Background: an optimization exercise with open tools, aiming at small area, a short achievable clock period and few clock cycles. Do not read the settings as production practice. Function was checked by simulation only, so behaviour that the tests miss may differ from the original.

**flow/run.sh**
```bash
#!/bin/bash
# synth_recipe.tcl (not shown) runs the flow's synth.tcl, then flattens the netlist and writes it again
# the make line also repeats each setting of config.mk as NAME=value (left out here)
make -C /OpenROAD-flow-scripts/flow DESIGN_CONFIG=/design/flow/config.mk WORK_HOME=/design/flow/orfs CLKGATE_MAP_FILE= SYNTH_SCRIPT=/design/flow/synth_recipe.tcl finish
```
**flow/config.mk**
```make
export PLATFORM = sky130hd
export DESIGN_NAME = positional_sequence_store_core
export DESIGN_NICKNAME = positional_sequence_store_core
export VERILOG_FILES = /design/flow/design.v
export SDC_FILE = /design/flow/constraint.sdc
export NUM_CORES = 4
export LEC_CHECK = 0
export CAP_MARGIN = 20
export CORE_MARGIN = 2
export CORE_UTILIZATION = 40
export SLEW_MARGIN = 20
```
**flow/constraint.sdc**
```tcl
create_clock -name core_clock -period 6.0 [get_ports {clk_i}]
set_input_delay 1.2000 -clock core_clock [delete_from_list [all_inputs] [get_ports {clk_i}]]
set_output_delay 1.2000 -clock core_clock [all_outputs]
set_load 0.01 [all_outputs]
```
**flow/design.v**
```verilog
`timescale 1ns / 1ps
`default_nettype none
module pss_ram #(
  parameter int unsigned Width = 32,
  parameter int unsigned Depth = 64
) (
  input  wire logic                     clk_i,
  input  wire logic                     we_i,
  input  wire logic [$clog2(Depth)-1:0] waddr_i,
  input  wire logic [Width-1:0]         wdata_i,
  input  wire logic [$clog2(Depth)-1:0] raddr_i,
  output logic      [Width-1:0]         rdata_o
);
  logic [Width-1:0] mem_q [Depth];
  always_ff @(posedge clk_i) begin
    if (we_i) begin
      mem_q[waddr_i] <= wdata_i;
    end
    rdata_o <= mem_q[raddr_i];
  end
endmodule
`default_nettype wire
`timescale 1ns / 1ps
`default_nettype none
module positional_sequence_store_core (
  input  wire logic         clk_i,
  input  wire logic         rst_ni,
  input  wire logic         s_axis_tvalid_i,
  output logic              s_axis_tready_o,
  input  wire logic [39:0]  s_axis_tdata_i,   
  input  wire logic [2:0]   s_axis_tuser_i,   
  output logic              m_axis_tvalid_o,
  input  wire logic         m_axis_tready_i,
  output logic      [111:0] m_axis_tdata_o,   
  output logic      [1:0]   m_axis_tuser_o    
);
  localparam int unsigned Capacity  = 64;
  localparam int unsigned DataWidth = 32;
  localparam int unsigned AddrW     = $clog2(Capacity);
  localparam int unsigned CountW    = AddrW + 1;
  localparam logic [2:0] KIND_INSERT  = 3'd0;
  localparam logic [2:0] KIND_REMOVE  = 3'd1;
  localparam logic [2:0] KIND_READ    = 3'd2;
  localparam logic [2:0] KIND_SEARCH  = 3'd3;
  localparam logic [2:0] KIND_REVERSE = 3'd4;
  localparam logic [2:0] KIND_SUMMARY = 3'd5;
  localparam logic [1:0] ST_OK    = 2'd0;
  localparam logic [1:0] ST_EMPTY = 2'd1;
  localparam logic [1:0] ST_FULL  = 2'd2;
  localparam logic [1:0] ST_RANGE = 2'd3;
  function automatic logic [AddrW-1:0] phys(input logic [AddrW-1:0] head,
                                            input logic rev,
                                            input logic [AddrW-1:0] idx);
    phys = rev ? head - idx : head + idx;
  endfunction
  typedef enum logic [3:0] {
    S_IDLE = 4'b0001,
    S_WALK = 4'b0010,
    S_FILL = 4'b0100,
    S_OUT  = 4'b1000
  } state_e;
  state_e state_q, state_d;
  logic [AddrW-1:0]     head_q, head_d;
  logic [CountW-1:0]    count_q, count_d;
  logic                 rev_q, rev_d;
  logic [2:0]           kind_q, kind_d;
  logic [CountW-1:0]    pos_q, pos_d, end_q, end_d, rp_q, rp_d, dp_q, dp_d;
  logic                 down_q, down_d, iss_q, iss_d, dv_q, dv_d;
  logic [DataWidth-1:0] val_q, val_d, vout_q, vout_d, mn_q, mn_d, mx_q, mx_d, prev_q, prev_d;
  logic                 found_q, found_d, ndec_q, ndec_d, ninc_q, ninc_d;
  logic [1:0]           status_q, status_d;
  logic                 we;
  logic [AddrW-1:0]     waddr, raddr;
  logic [DataWidth-1:0] wdata, rdata;
  logic [2:0]           in_kind;
  logic [CountW-1:0]    in_pos, cnt_m1, rm_p;
  logic [DataWidth-1:0] in_val;
  logic                 accept;
  assign in_kind = s_axis_tuser_i;
  assign in_pos  = s_axis_tdata_i[6:0];
  assign in_val  = s_axis_tdata_i[38:7];
  assign accept  = s_axis_tvalid_i && s_axis_tready_o;
  assign cnt_m1  = count_q - CountW'(1);
  assign rm_p    = (in_pos == '0) ? '0 : ((in_pos >= cnt_m1) ? cnt_m1 : in_pos);
  assign s_axis_tready_o = (state_q == S_IDLE);
  assign m_axis_tvalid_o = (state_q == S_OUT);
  assign m_axis_tuser_o  = status_q;
  assign m_axis_tdata_o  = {6'b0, ninc_q, ndec_q, mx_q, mn_q, count_q, found_q, vout_q};
  assign raddr = phys(head_q, rev_q, rp_q[AddrW-1:0]);
  pss_ram #(.Width(DataWidth), .Depth(Capacity)) u_store (
    .clk_i  (clk_i),
    .we_i   (we),
    .waddr_i(waddr),
    .wdata_i(wdata),
    .raddr_i(raddr),
    .rdata_o(rdata)
  );
  always_comb begin
    state_d  = state_q;
    head_d   = head_q;
    count_d  = count_q;
    rev_d    = rev_q;
    kind_d   = kind_q;
    pos_d    = pos_q;
    end_d    = end_q;
    down_d   = down_q;
    val_d    = val_q;
    vout_d   = vout_q;
    mn_d     = mn_q;
    mx_d     = mx_q;
    prev_d   = prev_q;
    found_d  = found_q;
    ndec_d   = ndec_q;
    ninc_d   = ninc_q;
    status_d = status_q;
    rp_d     = rp_q;
    iss_d    = 1'b0;
    dv_d     = 1'b0;
    dp_d     = rp_q;
    we       = 1'b0;
    waddr    = '0;
    wdata    = val_q;
    unique case (state_q)
      S_IDLE: begin
        if (accept) begin
          kind_d   = in_kind;
          val_d    = in_val;
          pos_d    = in_pos;
          vout_d   = '0;
          mn_d     = '0;
          mx_d     = '0;
          found_d  = 1'b0;
          ndec_d   = 1'b0;
          ninc_d   = 1'b0;
          status_d = ST_OK;
          down_d   = 1'b0;
          state_d  = S_OUT;
          unique case (in_kind)
            KIND_INSERT: begin
              if (count_q >= CountW'(Capacity)) begin
                status_d = ST_FULL;
              end else if (in_pos == '0) begin
                head_d  = rev_q ? head_q + AddrW'(1) : head_q - AddrW'(1);
                we      = 1'b1;
                waddr   = head_d;
                wdata   = in_val;
                count_d = count_q + CountW'(1);
              end else if (in_pos >= count_q) begin
                we      = 1'b1;
                waddr   = phys(head_q, rev_q, count_q[AddrW-1:0]);
                wdata   = in_val;
                count_d = count_q + CountW'(1);
              end else begin
                rp_d    = cnt_m1;
                end_d   = in_pos;
                down_d  = 1'b1;
                iss_d   = 1'b1;
                state_d = S_WALK;
              end
            end
            KIND_REMOVE: begin
              if (count_q == '0) begin
                status_d = ST_EMPTY;
              end else begin
                pos_d   = rm_p;
                rp_d    = rm_p;
                end_d   = (rm_p == '0) ? '0 : cnt_m1;
                iss_d   = 1'b1;
                state_d = S_WALK;
              end
            end
            KIND_READ: begin
              if (count_q == '0) begin
                status_d = ST_EMPTY;
              end else if (in_pos >= count_q) begin
                status_d = ST_RANGE;
              end else begin
                rp_d    = in_pos;
                end_d   = in_pos;
                iss_d   = 1'b1;
                state_d = S_WALK;
              end
            end
            KIND_SEARCH: begin
              if (count_q != '0) begin
                rp_d    = '0;
                end_d   = cnt_m1;
                iss_d   = 1'b1;
                state_d = S_WALK;
              end
            end
            KIND_REVERSE: begin
              if (count_q != '0) begin
                head_d = phys(head_q, rev_q, cnt_m1[AddrW-1:0]);
              end
              rev_d = !rev_q;
            end
            KIND_SUMMARY: begin
              ndec_d = 1'b1;
              ninc_d = 1'b1;
              if (count_q == '0) begin
                status_d = ST_EMPTY;
              end else begin
                rp_d    = '0;
                end_d   = cnt_m1;
                iss_d   = 1'b1;
                state_d = S_WALK;
              end
            end
            default: ;
          endcase
        end
      end
      S_WALK: begin
        iss_d = iss_q && (rp_q != end_q);
        if (iss_q) begin
          rp_d = down_q ? rp_q - CountW'(1) : rp_q + CountW'(1);
        end
        dv_d = iss_q;
        dp_d = rp_q;
        if (dv_q) begin
          unique case (kind_q)
            KIND_INSERT: begin
              we    = 1'b1;
              waddr = phys(head_q, rev_q, dp_q[AddrW-1:0] + AddrW'(1));
              wdata = rdata;
              if (dp_q == end_q) state_d = S_FILL;
            end
            KIND_REMOVE: begin
              if (dp_q == pos_q) begin
                vout_d = rdata;
              end else begin
                we    = 1'b1;
                waddr = phys(head_q, rev_q, dp_q[AddrW-1:0] - AddrW'(1));
                wdata = rdata;
              end
              if (dp_q == end_q) begin
                count_d = cnt_m1;
                if (pos_q == '0) begin
                  head_d = rev_q ? head_q - AddrW'(1) : head_q + AddrW'(1);
                end
                state_d = S_OUT;
              end
            end
            KIND_READ: begin
              vout_d  = rdata;
              state_d = S_OUT;
            end
            KIND_SEARCH: begin
              if (rdata == val_q) found_d = 1'b1;
              if (dp_q == end_q) state_d = S_OUT;
            end
            default: begin
              prev_d = rdata;
              if (dp_q == '0) begin
                mn_d = rdata;
                mx_d = rdata;
              end else begin
                if ($signed(rdata) < $signed(mn_q)) mn_d = rdata;
                if ($signed(rdata) > $signed(mx_q)) mx_d = rdata;
                if ($signed(rdata) < $signed(prev_q)) ndec_d = 1'b0;
                if ($signed(rdata) > $signed(prev_q)) ninc_d = 1'b0;
              end
              if (dp_q == end_q) state_d = S_OUT;
            end
          endcase
        end
      end
      S_FILL: begin
        we      = 1'b1;
        waddr   = phys(head_q, rev_q, pos_q[AddrW-1:0]);
        wdata   = val_q;
        count_d = count_q + CountW'(1);
        state_d = S_OUT;
      end
      S_OUT: begin
        if (m_axis_tready_i) state_d = S_IDLE;
      end
      default: state_d = S_IDLE;
    endcase
  end
  always_ff @(posedge clk_i or negedge rst_ni) begin
    if (!rst_ni) begin
      state_q <= S_IDLE;
      head_q  <= '0;
      count_q <= '0;
      rev_q   <= 1'b0;
      iss_q   <= 1'b0;
      dv_q    <= 1'b0;
    end else begin
      state_q <= state_d;
      head_q  <= head_d;
      count_q <= count_d;
      rev_q   <= rev_d;
      iss_q   <= iss_d;
      dv_q    <= dv_d;
    end
  end
  always_ff @(posedge clk_i) begin
    kind_q   <= kind_d;
    pos_q    <= pos_d;
    end_q    <= end_d;
    down_q   <= down_d;
    rp_q     <= rp_d;
    dp_q     <= dp_d;
    val_q    <= val_d;
    vout_q   <= vout_d;
    mn_q     <= mn_d;
    mx_q     <= mx_d;
    prev_q   <= prev_d;
    found_q  <= found_d;
    ndec_q   <= ndec_d;
    ninc_q   <= ninc_d;
    status_q <= status_d;
  end
endmodule
`default_nettype wire
```
==> summary.txt <==
## worst min-delay path by stage
stage                       start    endpoint  slack [ps]  depth (start not counted)
after global routing       rst_ni  count_q[5]         350                          1
after CTS                 rp_q[6]     dp_q[6]         450                          0
after detailed placement  rp_q[6]     dp_q[6]         440                          0
after floorplan           rp_q[6]     dp_q[6]         410                          0
final                      rst_ni  count_q[5]         350                          1
after global placement    rp_q[6]     dp_q[6]         450                          0
## cell usage after synthesis (all sizes together) (38+ instances only)
cell,instances,area (um2)
nor3,92,616
nand2,121,454
clkbuf,126,477
a21oi,68,340
buf,94,488
o21ai,39,195
mux2i,110,1100
ha,153,1910
xor2,48,428
nand3,38,215
mux4,640,14400
nor2,87,327
inv,140,526
dfxtp,39,781
a22oi,38,285
edfxtp,2238,67200
xnor2,84,736
## metal layers
metal  vias up  GRT usage (%)  wire length [um]  part of all wire (%)
li1      19400              -                 -                     -
met1     24900           28.1            101000                    42
met2      1702           32.5            116000                    49
met3       293           2.93             15600                   6.5
met4         8           5.80              6520                   2.7
met5         -              0                48                 0.020
## stage by stage
stage | worst slack [ps] | hold slack (ps) | utilization, %
floorplan | 59.9 | 409 | -
global placement | 441 | 445 | 43.6
detailed placement | 314 | 436 | 43.6
CTS | 1010 | 453 | 46.6
global route | 751 | 351 | 46.6
finish | 948 | 348 | 46.6
## critical path: cells and delay by family, from the launching register on
| kind | cells | cell delay [ps] |
|---|---|---|
| AND/OR/NAND/NOR | 4 | 1290 |
| buffers and inverters | 4 | 1280 |
| flip-flops | 1 | 720 |
| multiplexers | 1 | 460 |
| AO/OA/AOI/OAI | 2 | 400 |
| adder cells (fa/ha/maj) | 1 | 310 |
| XOR/XNOR | 1 | 250 |
## cells by family after synthesis
kind of cell	count (synthesis)	synth area share, %
muxes	765	16.8
other	1	0.00401
and+or+nand+nor	487	2.86
buffers and inverters	360	1.59
DFF	2297	73.3
AOI/OAI and AO/OA	282	2.04
xor gates and xnor gates	132	1.25
adders and majority gates	160	2.20
## flip-flops by register name (all words and copies together), names as in the netlist, 2 cells and up
register,flops
mn_q,32
kind_q,3
state_q,4
rp_q,7
mx_q,32
prev_q,32
end_q,7
count_q,7
u_store.rdata_o,32
vout_q,32
u_store.mem_q,2048
val_q,32
pos_q,7
status_q,2
dp_q,7
head_q,6
## layout by cell type (no fill, tap or decap), types with 32 or more instances in the layout
master,instances
dfxtp_1,39
buf_4,137
clkdlybuf4s50_1,154
mux4_2,640
inv_1,138
xnor2_1,81
clkinv_1,46
o21ai_0,35
nor3_2,35
clkinv_2,33
buf_12,98
ha_1,152
mux2i_1,110
a22oi_1,38
and2_1,34
nand3_1,33
a21oi_1,66
nand2_1,89
clkbuf_16,219
nand2_2,32
edfxtp_1,2238
nor2_1,86
clkbuf_1,56
xor2_1,46
## cell type report
| cell class | instances | area [um2] | area share [%] |
|---|---|---|---|
| clock buffer | 276 | 5700 | 5.26 |
| antenna | 11 | 27.5 | 0.0254 |
| sequential | 2297 | 68500 | 63.2 |
| inverter | 140 | 526 | 0.485 |
| clock inverter | 119 | 1280 | 1.18 |
| multi-input combinational | 1832 | 24100 | 22.2 |
| timing repair buffer | 390 | 4540 | 4.18 |
| tap | 3043 | 3810 | 3.51 |
==> flow_metrics.env <==
export IMPL_postSynthCellCount=4484
export IMPL_routed_wl_um=239000
export IMPL_cts_buffers_inserted=217
export IMPL_cts_repair_resized=0
export IMPL_grt_pass1_wl_um=339000
export IMPL_start_util_pct=40.2
export IMPL_cpMostUsedCell="buf_4"
export IMPL_clock_latency_ps=870
export IMPL_placed_cell_area_um2=101000
export IMPL_worstHoldPathType="input port to asynchronous set/reset pin"
export IMPL_synthFlopType="edfxtp_1"
export IMPL_synth_edf_count=2238
export IMPL_portBuffers=155
export IMPL_yosys_warnings=2
export IMPL_vias=46300
export IMPL_fin_skew_ps=59.0
export IMPL_fillCellCount=19100
export IMPL_drc=0
export IMPL_cts_reportedPaths_clkPinSlew_ps=60
export IMPL_clockBufferDepth=3
export IMPL_nNetsFinal=5085
export IMPL_syn_avg_cell_area_um2=20.8
export IMPL_layoutNonFillerInstCount=8108
export IMPL_slew_headroom_pct=26.9
export IMPL_gp_congestion=0.845
export IMPL_worst_r2r_cell_count=13
export IMPL_status="finished clean"
export IMPL_async_flop_share_pct=0.871
export IMPL_path_cells="buf_4 > mux2i_1 > ha_1 > nor2b_1 > o31ai_1 > a21oi_1 > xnor2_1 > nor2_1 > nor4_2 > buf_4 > buf_4 > nor3_2 > buf_12"
export IMPL_ys_seq_elements=2297
export IMPL_grt_overflow_total=0
export IMPL_postCtsHoldBufs=0
export IMPL_critPathLaunch="rev_q"
export IMPL_worstSetupEndpoint="u_store.mem_q[50][0]"
export IMPL_io_pins=163
export IMPL_ant_nets=0
export IMPL_final_area_um2=108000
export IMPL_layout_drive_gt1_share_pct=26.1
export IMPL_end_kind="flop"
export IMPL_post_drt_wl_per_cell_um=29.5
export IMPL_drt_iter0_markers=5364
export IMPL_core_area_um2=233000
export IMPL_dp_hpwl_um=139000
export IMPL_hold_viol=0
export IMPL_post_synth_num_cell_types=85
export IMPL_period_minus_slack_ps=5050
export IMPL_setup_viol_count_final=0
export IMPL_clockRootBuffer="clkbuf_16"
export IMPL_grt_antenna_before_repair=15
export IMPL_cp_arrival_ps=5610
export IMPL_fmax_mhz=198
export IMPL_cpPeakStageDelay_ps=930
export IMPL_syn_cell_area_um2=93500
export IMPL_dieArea_um2=238000
export IMPL_vias_per_cell=5.71
export IMPL_cts_tree="yes"
export IMPL_grt_max_degree=77
export IMPL_fp_dieH_um=487
export IMPL_setup_tns_ps=0
export IMPL_syn_to_final_growth_pct=16.0
export IMPL_finalMaxSlewViolations=0
export IMPL_worst_pin_slew_ps=1090
export IMPL_grt_pass1_vias=46300
export IMPL_finalCritPeriodShare_pct=84.2
export IMPL_path_class="flop to flop"
export IMPL_synth_seq_area_share_pct=73.3
export IMPL_cp_start_kind="flop"
export IMPL_cts_sinks=2297
export IMPL_grt_setup_unrepaired="no"
export IMPL_drt_pass1_iterations=6
export IMPL_cp_max_fo=32
export IMPL_r2r_setup_slack_ps=950
export IMPL_crit_slowest_cell="nor4_2"
export IMPL_worstReg2RegEnd="u_store.mem_q[50][0]"
export IMPL_track_usage_pct=20.0
export IMPL_post_cts_repair_setup_buffers=0
export IMPL_r2r_start="rev_q"
export IMPL_cp_required_ps=6560
export IMPL_die_w_um=487
export IMPL_h_tree_depth=4
export IMPL_rows=177
export IMPL_dp_cells=7702
export IMPL_maxCapViolCount=0
Testbench counts, summed over its fixed seeds: cycles 221,647.

-- afterwards: timing with drivers on the ports --
In the flow no input, the clock included, has a driving cell. The finished layout below was timed again as built, in two steps.
Step 1 sets driving cells, clkbuf_16 on the clock port and buf_2 on the other inputs (assumed; they add their load-dependent delay and slew).
Step 2 adds t to the input delays and takes it off the output delays; t is the mean of the earliest and latest rising clock arrival at the registers after step 1. Input paths then give back, and output paths get back, about the clock's delay inside the block.
Slacks: no drivers / after step 1 / after step 2; pairs: no drivers / after step 1.
t, ns: 0.933
slack for setup (ns): 0.948 / 0.948 / 0.228
hold WS [ns]: 0.348 / 0.279 / 0.450
worst setup path after step 2: input to register
pins driven straight from the clock port: 1
After both steps this run still meets setup and hold. The setup slack of this run moves by 0.000 ns with the drivers and by -0.720 ns with both steps.
